What follows belongs to an exercise in optimizing a design on an open flow for small area, a short achievable clock period and few clock cycles per item; a production flow would make more cautious choices.
Function was checked by simulation only, so behaviour that the tests miss may differ from the original.
No activity file was given, so power comes from the tool's default toggle rates.

--- design.v ---
`default_nettype none
package cmwb_pkg;
  localparam int unsigned BASE_W     = 48;
  localparam int unsigned LEN_W      = 49;
  localparam int unsigned TAG_W      = 16;
  localparam int unsigned MADDR_W    = 48;
  localparam int unsigned VIEW_W     = 32;
  localparam int unsigned CFG_DATA_W = 49;
  localparam int unsigned CFG_IDX_W  = 4;
  localparam int unsigned NUM_CNT    = 5;
  localparam logic [CFG_IDX_W-1:0] REG_TABLE_ACTIVE = 3'd0;
  localparam logic [CFG_IDX_W-1:0] REG_OLD_BASE     = 3'd1;
  localparam logic [CFG_IDX_W-1:0] REG_OLD_LENGTH   = 3'd2;
  localparam logic [CFG_IDX_W-1:0] REG_YOUNG_BASE   = 3'd3;
  localparam logic [CFG_IDX_W-1:0] REG_YOUNG_LENGTH = 3'd4;
  localparam logic [CFG_IDX_W-1:0] REG_OBJECT_TAG   = 3'd5;
  localparam logic [CFG_IDX_W-1:0] REG_STRING_TAG   = 3'd6;
  localparam logic [CFG_IDX_W-1:0] REG_BIGINT_TAG   = 3'd7;
  localparam logic [CFG_IDX_W-1:0] REG_CNT_FIRST    = 4'd8;
  localparam logic [2:0] VERDICT_NULL_HOLDER = 3'd0;
  localparam logic [2:0] VERDICT_NOT_PTR     = 3'd1;
  localparam logic [2:0] VERDICT_NOT_OLD     = 3'd2;
  localparam logic [2:0] VERDICT_NOT_YOUNG   = 3'd3;
  localparam logic [2:0] VERDICT_MARKED      = 3'd4;
  localparam int unsigned CNT_CALLS     = 0;
  localparam int unsigned CNT_NON_PTR   = 1;
  localparam int unsigned CNT_NON_OLD   = 2;
  localparam int unsigned CNT_NON_YOUNG = 3;
  localparam int unsigned CNT_MARKED    = 4;
  typedef struct packed {
    logic [63:0] holder_word;
    logic [63:0] stored_word;
  } in_word_t;
  typedef struct packed {
    logic [VIEW_W-1:0] calls_seen;
    logic [VIEW_W-1:0] non_pointer_seen;
    logic [VIEW_W-1:0] non_old_seen;
    logic [VIEW_W-1:0] non_young_seen;
    logic [VIEW_W-1:0] marked_seen;
  } counts_t;
  typedef struct packed {
    logic               mark;
    logic [MADDR_W-1:0] mark_address;
    logic [2:0]         verdict;
    logic [VIEW_W-1:0]  calls_seen;
    logic [VIEW_W-1:0]  non_pointer_seen;
    logic [VIEW_W-1:0]  non_old_seen;
    logic [VIEW_W-1:0]  non_young_seen;
    logic [VIEW_W-1:0]  marked_seen;
  } out_word_t;
  typedef struct packed {
    logic              table_active;
    logic [BASE_W-1:0] old_base;
    logic [LEN_W-1:0]  old_length;
    logic [BASE_W-1:0] young_base;
    logic [LEN_W-1:0]  young_length;
    logic [TAG_W-1:0]  object_tag;
    logic [TAG_W-1:0]  string_tag;
    logic [TAG_W-1:0]  bigint_tag;
  } cfg_t;
  typedef struct packed {
    logic       fire;
    logic [2:0] verdict;
  } cnt_evt_t;
endpackage
`default_nettype wire
`default_nettype none
module cmwb_classify #(
  parameter int unsigned ADDR_BITS = 48
) (
  input  cmwb_pkg::in_word_t          item_i,
  input  cmwb_pkg::cfg_t              cfg_i,
  output logic [2:0]                  verdict_o,
  output logic [cmwb_pkg::MADDR_W-1:0] mark_address_o
);
  localparam int unsigned TAG_BITS = 64 - ADDR_BITS;
  localparam int unsigned TW = (TAG_BITS > cmwb_pkg::TAG_W) ? TAG_BITS : cmwb_pkg::TAG_W;
  localparam int unsigned RW =
      ((ADDR_BITS > cmwb_pkg::LEN_W) ? ADDR_BITS : cmwb_pkg::LEN_W) + 1;
  logic [ADDR_BITS-1:0] holder;
  logic [ADDR_BITS-1:0] payload;
  logic [TW-1:0]        tag;
  logic                 tag_match;
  logic                 is_ptr;
  logic [RW-1:0]        h_ext, ob_ext, ol_ext, h_diff;
  logic [RW-1:0]        p_ext, yb_ext, yl_ext, p_diff;
  logic                 holder_old;
  logic                 ptr_young;
  logic [63:0]          holder_wide;
  always_comb begin
    holder  = item_i.holder_word[ADDR_BITS-1:0];
    payload = item_i.stored_word[ADDR_BITS-1:0];
    tag     = TW'(item_i.stored_word[63:ADDR_BITS]);
    tag_match = (tag == TW'(cfg_i.object_tag)) || (tag == TW'(cfg_i.string_tag)) ||
                (tag == TW'(cfg_i.bigint_tag));
    is_ptr = (payload != '0) && ((tag == '0) || tag_match);
    h_ext  = RW'(holder);
    ob_ext = RW'(cfg_i.old_base);
    ol_ext = RW'(cfg_i.old_length);
    h_diff = h_ext - ob_ext;
    holder_old = (ol_ext != '0) && (h_ext >= ob_ext) && (h_diff < ol_ext);
    p_ext  = RW'(payload);
    yb_ext = RW'(cfg_i.young_base);
    yl_ext = RW'(cfg_i.young_length);
    p_diff = p_ext - yb_ext;
    ptr_young = (yl_ext != '0) && (p_ext >= yb_ext) && (p_diff < yl_ext);
    holder_wide    = 64'(holder);
    mark_address_o = '0;
    if (holder == '0) begin
      verdict_o = cmwb_pkg::VERDICT_NULL_HOLDER;
    end else if (!is_ptr) begin
      verdict_o = cmwb_pkg::VERDICT_NOT_PTR;
    end else if (!cfg_i.table_active || !holder_old) begin
      verdict_o = cmwb_pkg::VERDICT_NOT_OLD;
    end else if (!ptr_young) begin
      verdict_o = cmwb_pkg::VERDICT_NOT_YOUNG;
    end else begin
      verdict_o      = cmwb_pkg::VERDICT_MARKED;
      mark_address_o = holder_wide[cmwb_pkg::MADDR_W-1:0];
    end
  end
endmodule
`default_nettype wire
`default_nettype none
module cmwb_counters #(
  parameter int unsigned COUNT_BITS = 32
) (
  input  logic                clk_i,
  input  logic                rst_ni,
  input  cmwb_pkg::cnt_evt_t  evt_i,
  input  logic [cmwb_pkg::NUM_CNT-1:0] load_i,
  input  logic [COUNT_BITS-1:0] load_data_i,
  output cmwb_pkg::counts_t   next_o
);
  localparam int unsigned VW =
      (COUNT_BITS > cmwb_pkg::VIEW_W) ? COUNT_BITS : cmwb_pkg::VIEW_W;
  logic [COUNT_BITS-1:0]    cnt_q [cmwb_pkg::NUM_CNT];
  logic [COUNT_BITS-1:0]    cnt_d [cmwb_pkg::NUM_CNT];
  logic [cmwb_pkg::NUM_CNT-1:0] hit;
  logic [VW-1:0]            view [cmwb_pkg::NUM_CNT];
  always_comb begin
    hit = '0;
    hit[cmwb_pkg::CNT_CALLS]     = 1'b1;
    hit[cmwb_pkg::CNT_NON_PTR]   = (evt_i.verdict == cmwb_pkg::VERDICT_NOT_PTR);
    hit[cmwb_pkg::CNT_NON_OLD]   = (evt_i.verdict == cmwb_pkg::VERDICT_NOT_OLD);
    hit[cmwb_pkg::CNT_NON_YOUNG] = (evt_i.verdict == cmwb_pkg::VERDICT_NOT_YOUNG);
    hit[cmwb_pkg::CNT_MARKED]    = (evt_i.verdict == cmwb_pkg::VERDICT_MARKED);
    for (int i = 0; i < cmwb_pkg::NUM_CNT; i++) begin
      cnt_d[i] = (evt_i.fire && hit[i]) ? cnt_q[i] + COUNT_BITS'(1) : cnt_q[i];
      view[i]  = VW'(cnt_d[i]);
    end
    next_o.calls_seen       = view[cmwb_pkg::CNT_CALLS][cmwb_pkg::VIEW_W-1:0];
    next_o.non_pointer_seen = view[cmwb_pkg::CNT_NON_PTR][cmwb_pkg::VIEW_W-1:0];
    next_o.non_old_seen     = view[cmwb_pkg::CNT_NON_OLD][cmwb_pkg::VIEW_W-1:0];
    next_o.non_young_seen   = view[cmwb_pkg::CNT_NON_YOUNG][cmwb_pkg::VIEW_W-1:0];
    next_o.marked_seen      = view[cmwb_pkg::CNT_MARKED][cmwb_pkg::VIEW_W-1:0];
  end
  always_ff @(posedge clk_i or negedge rst_ni) begin
    if (!rst_ni) begin
      for (int i = 0; i < cmwb_pkg::NUM_CNT; i++) begin
        cnt_q[i] <= '0;
      end
    end else begin
      for (int i = 0; i < cmwb_pkg::NUM_CNT; i++) begin
        cnt_q[i] <= load_i[i] ? load_data_i : cnt_d[i];
      end
    end
  end
endmodule
`default_nettype wire
`default_nettype none
module card_marking_write_barrier #(
  parameter int unsigned ADDR_BITS  = 48,
  parameter int unsigned COUNT_BITS = 32
) (
  input  logic                              clk_i,
  input  logic                              rst_ni,
  input  logic                              cfg_we_i,
  input  logic [cmwb_pkg::CFG_IDX_W-1:0]    cfg_index_i,
  input  logic [cmwb_pkg::CFG_DATA_W-1:0]   cfg_data_i,
  input  logic                              in_valid_i,
  output logic                              in_stall_o,
  input  cmwb_pkg::in_word_t                in_data_i,
  output logic                              out_valid_o,
  input  logic                              out_stall_i,
  output cmwb_pkg::out_word_t               out_data_o
);
  cmwb_pkg::cfg_t      cfg_q;
  cmwb_pkg::in_word_t  in_q;
  logic                in_valid_q;
  cmwb_pkg::out_word_t out_q;
  logic                out_valid_q;
  logic                          out_load;
  logic                          in_load;
  logic [2:0]                    verdict;
  logic [cmwb_pkg::MADDR_W-1:0]  mark_address;
  cmwb_pkg::cnt_evt_t            cnt_evt;
  cmwb_pkg::counts_t             counts;
  logic [cmwb_pkg::NUM_CNT-1:0]  cnt_load;
  assign out_load   = !out_valid_q || !out_stall_i;
  assign in_load    = !in_valid_q || out_load;
  assign in_stall_o = !in_load;
  assign out_valid_o = out_valid_q;
  assign out_data_o  = out_q;
  always_ff @(posedge clk_i or negedge rst_ni) begin
    if (!rst_ni) begin
      cfg_q <= '0;
    end else if (cfg_we_i) begin
      case (cfg_index_i)
        cmwb_pkg::REG_TABLE_ACTIVE: cfg_q.table_active <= cfg_data_i[0];
        cmwb_pkg::REG_OLD_BASE:     cfg_q.old_base     <= cfg_data_i[cmwb_pkg::BASE_W-1:0];
        cmwb_pkg::REG_OLD_LENGTH:   cfg_q.old_length   <= cfg_data_i[cmwb_pkg::LEN_W-1:0];
        cmwb_pkg::REG_YOUNG_BASE:   cfg_q.young_base   <= cfg_data_i[cmwb_pkg::BASE_W-1:0];
        cmwb_pkg::REG_YOUNG_LENGTH: cfg_q.young_length <= cfg_data_i[cmwb_pkg::LEN_W-1:0];
        cmwb_pkg::REG_OBJECT_TAG:   cfg_q.object_tag   <= cfg_data_i[cmwb_pkg::TAG_W-1:0];
        cmwb_pkg::REG_STRING_TAG:   cfg_q.string_tag   <= cfg_data_i[cmwb_pkg::TAG_W-1:0];
        cmwb_pkg::REG_BIGINT_TAG:   cfg_q.bigint_tag   <= cfg_data_i[cmwb_pkg::TAG_W-1:0];
        default: ;
      endcase
    end
  end
  cmwb_classify #(
    .ADDR_BITS(ADDR_BITS)
  ) u_classify (
    .item_i        (in_q),
    .cfg_i         (cfg_q),
    .verdict_o     (verdict),
    .mark_address_o(mark_address)
  );
  always_comb begin
    for (int i = 0; i < cmwb_pkg::NUM_CNT; i++) begin
      cnt_load[i] = cfg_we_i &&
          (cfg_index_i == cmwb_pkg::CFG_IDX_W'(cmwb_pkg::REG_CNT_FIRST + i));
    end
  end
  assign cnt_evt.fire    = in_valid_q && out_load;
  assign cnt_evt.verdict = verdict;
  cmwb_counters #(
    .COUNT_BITS(COUNT_BITS)
  ) u_counters (
    .clk_i (clk_i),
    .rst_ni(rst_ni),
    .evt_i (cnt_evt),
    .load_i(cnt_load),
    .load_data_i(cfg_data_i[COUNT_BITS-1:0]),
    .next_o(counts)
  );
  always_ff @(posedge clk_i or negedge rst_ni) begin
    if (!rst_ni) begin
      in_valid_q  <= 1'b0;
      out_valid_q <= 1'b0;
    end else begin
      if (in_load) begin
        in_valid_q <= in_valid_i;
      end
      if (out_load) begin
        out_valid_q <= in_valid_q;
      end
    end
  end
  always_ff @(posedge clk_i) begin
    if (in_load && in_valid_i) begin
      in_q <= in_data_i;
    end
    if (cnt_evt.fire) begin
      out_q.mark             <= (verdict == cmwb_pkg::VERDICT_MARKED);
      out_q.mark_address     <= mark_address;
      out_q.verdict          <= verdict;
      out_q.calls_seen       <= counts.calls_seen;
      out_q.non_pointer_seen <= counts.non_pointer_seen;
      out_q.non_old_seen     <= counts.non_old_seen;
      out_q.non_young_seen   <= counts.non_young_seen;
      out_q.marked_seen      <= counts.marked_seen;
    end
  end
endmodule
`default_nettype wire
--- run.sh ---
#!/bin/bash
# synth_recipe.tcl (not shown) runs the flow's synth.tcl, then flattens the netlist and writes it again
# the make line also repeats each setting of config.mk as NAME=value (left out here)
make -C /OpenROAD-flow-scripts/flow DESIGN_CONFIG=/design/flow/config.mk WORK_HOME=/design/flow/orfs CLKGATE_MAP_FILE= SYNTH_SCRIPT=/design/flow/synth_recipe.tcl finish
--- config.mk ---
export PLATFORM = sky130hd
export DESIGN_NAME = card_marking_write_barrier
export DESIGN_NICKNAME = card_marking_write_barrier
export VERILOG_FILES = /design/flow/design.v
export SDC_FILE = /design/flow/constraint.sdc
export NUM_CORES = 4
export LEC_CHECK = 0
export CAP_MARGIN = 20
export CORE_MARGIN = 2
export CORE_UTILIZATION = 40
export SLEW_MARGIN = 20
--- constraint.sdc ---
create_clock -name core_clock -period 7.5 [get_ports {clk_i}]
set_input_delay 1.5000 -clock core_clock [delete_from_list [all_inputs] [get_ports {clk_i}]]
set_output_delay 1.5000 -clock core_clock [all_outputs]
set_load 0.01 [all_outputs]
==> results.yml <==
outcome:
  outcome: "finished clean"
setup_path:
  cpMaxStageDelayCell: "nor4_2"
  critical_path_arrival_ns: 7.61
  critPathMaxStageDelay_ns: 0.60
  critical_path_buf_inv_count: 3
  path_cells: "inv_1 -> ha_1 -> inv_1 -> fa_1 -> a21o_1 -> a221oi_1 -> a211oi_1 -> or2_2 -> a21oi_1 -> o221ai_1 -> a31o_2 -> a21oi_1 -> xnor2_1 -> ha_1 -> and4_1 -> a221oi_1 -> a2111oi_0 -> o22ai_2 -> o2111a_1 -> o21ai_1 -> buf_4 -> nor4_2 -> or4b_1 -> a31oi_1"
  worstSetupPathType: "reg2reg"
  critPathLaunchType: "flip-flop"
  cp.required_ns: 8.07
  endpoint_kind: "flip-flop"
  critPathTopFamily: "compound AO/OA/AOI/OAI gates"
  r2r_slack_ns: 0.46
  path_max_fanout: 12
die:
  die-area_um2: 96200
  die_h_um: 310
  die_x_um: 310
  ios: 400
  initial_core_util: 0.403
  num_rows: 112
  fp.coreArea_um2: 93000
layout:
  layout-drive-gt1-share: 0.134
  layout_commonest_cell: "dfrtp_1"
  syn_to_final_growth_pct: 21.2
  multiInputGateArea_um2: 16100
  nNetsFinal: 4077
  fill_cells: 8579
  final_cell_mix: "dfrtp_1 (405), clkdlybuf4s50_1 (381), edfxtp_1 (324), mux2_2 (298), nand2_1 (250)"
  register_area_um2: 19900
synth:
  synth_top_area_frac: 0.270
  syn_area_um2: 37500
  ys_warn_count: 6
  synth_area_per_cell_um2: 11.3
  syn_inst: 3322
  synth.net_count: 3705
  synth-seq-area-share: 0.530
  ys.flop_type: "dfrtp_1"
  async_flop_share: 0.556
  synth_area_leaders: "dfrtp_1 (27%), edfxtp_1 (26%), mux2_2 (9.0%)"
  yosysTopAreaCell: "dfrtp_1"
  synth-seq-cells: 729
  synth_cell_type_count: 86
  synth_edf_count: 324
clocking:
  hold_buffers: 0
  clockBufferDepth: 3
  cts.sinks: 729
  clk_pin_slew_ns: 0.06
  numCtsBuffers: 83
  htreeDepth: 3
  cts-root-buf: "clkbuf_16"
  cts-resized-gates: 0
  cts_tree: "done"
  cts_setup_buffers: 0
  clk_latency_ns: 0.66
placement:
  dp_hpwl_um: 80500
  portBuffers: 383
  gp_congestion: 0.892
sta:
  clock_skew_ns: 0.0248
  worst_pin_slew_ns: 1.18
  hold_viol: 0
  min_period_over_period: 0.939
  finalMaxSlewViolations: 0
  rsz0062_at_grt: "no"
  setup_viol: 0
  max_freq_mhz: 142
  slew_headroom: 0.210
  period_needed_ns: 7.04
  fin_setup_tns_ns: 0
routing:
  drt_wl_total_um: 114000
  via_count: 27000
  drc_errors: 0
  ant_nets: 0
  first_pass_iters: 5
  wl_per_cell_um: 22.7
  drt_iter0_drc: 2157
  viasPerCell: 5.37
power_and_ir_drop:
  p_leak_nw: 18.5
  vdd_drop_max_mv: 0.199
  power_density_nw_per_um2: 302
  power_mw: 13.7
flow_run:
  drv_cap: 0
global_routing:
  grt_pass1_wl_um: 167000
  antenna_found_initial: 14
  grt_max_degree: 159
  track_usage: 0.234
  grt_pass1_vias: 25900
  grt_overflow: 0
hold_path:
  hold_class: "reg2reg"
## power breakdown
part	total (mW)	switching [mW]	internal, mW	leakage (nW)
Sequential	5.56	0.545	5.01	8.02
Combinational	4.04	2.17	1.86	9.08
Clock	4.11	1.71	2.41	1.36
Total	13.7	4.42	9.29	18.5
## synth_stat cells (all sizes together) (37+ instances only)
cell,n
ha,195
nor3,39
edfxtp,324
mux2,298
buf,42
nand4,89
nand2,252
a31oi,50
a21oi,131
and2,63
clkbuf,92
o21ai,139
nand3,83
inv,248
xnor2,166
a21o,53
dfrtp,405
nor2,199
xor2,82
nor4,81
and3,37
## final timing paths
| path | startpoint | end | cells after the start |
|---|---|---|---|
| setup / recovery | in_q[64] | u_counters.cnt_q[4][16] | 24 |
| hold / removal | in_valid_q | out_valid_q | 1 |
| setup reg to reg | in_q[64] | u_counters.cnt_q[4][16] | 24 |
| hold reg to reg | in_valid_q | out_valid_q | 1 |
| max in group asynchronous | rst_ni | u_counters.cnt_q[2][16] | 2 |
| min in group asynchronous | rst_ni | cfg_q[231] | 1 |
## registers in the layout (all words and copies together) (netlist names)
name              flops
out_valid_q           1
u_counters.cnt_q    160
cfg_q               243
in_valid_q            1
out_q               212
in_q                112
## per-layer routing
metal  wire length [um]  track usage
met1              50100        0.321
met3               6690       0.0375
met4               2920       0.0703
met2              53900        0.383
met5                 85            0
## layout make-up
type / count / share of cell area
Inverter: 248 / 0.0207
Clock buffer: 123 / 0.0540
Clock inverter: 33 / 0.00653
Timing Repair Buffer: 421 / 0.0912
Multi-Input combinational cell: 2211 / 0.356
Antenna cell: 3 / 0.000165
Sequential cell: 729 / 0.437
Tap cell: 1254 / 0.0345
## stage by stage
step | instances | instance area [um^2] | hold slack, ns | worst slack [ns] | utilization
2_1_floorplan | 3322 | 37500 | 0.440 | 1.63 | -
3_3_place_gp | 4863 | 42700 | 0.444 | 0.658 | 0.459
3_5_place_dp | 4863 | 42700 | 0.460 | 0.599 | 0.459
4_1_cts | 5019 | 45400 | 0.473 | 0.570 | 0.488
5_1_grt | 5019 | 45400 | 0.511 | 0.0685 | 0.488
6_report | 5022 | 45400 | 0.475 | 0.456 | 0.488
## cells by family (layout without fill, tap and decap cells)
kind of cell | Yosys count | in the layout | synth area share
flip-flops | 729 | 729 | 0.530
other | 0 | 3 | 0
AO/OA/AOI/OAI | 515 | 515 | 0.0872
buffers and inverters | 382 | 825 | 0.0399
multiplexers | 299 | 299 | 0.0898
adder cells (fa/ha/maj) | 197 | 197 | 0.0662
XOR/XNOR | 248 | 248 | 0.0580
AND/OR/NAND/NOR | 952 | 952 | 0.129
Testbench counts, summed over its fixed seeds: cycles 16,016, items 16,000.

-- static timing again, ports no longer ideal --
The flow's constraints put no driver on any port. The routed layout listed below was extracted and timed again, unchanged, in two steps.
Step 1 sets driving cells, clkbuf_16 on the clock port and buf_2 on the other inputs (assumed; they add their load-dependent delay and slew).
Step 2 times the ports against the registers' clock, not the clock port: input delays grow and output delays shrink by t, the midpoint of the rising clock arrivals with the driver on.
Slacks: no drivers / after step 1 / after step 2; pairs: no drivers / after step 1.
shift t [ns]: 0.712
setup slack, ns: 0.456 / 0.456 / 0.456
slew at the worst register clock pin (ns): 0.06 / 0.06
After both steps this run still meets setup and hold. The setup slack of this run moves by 0.000 ns with the drivers and by 0.000 ns with both steps.
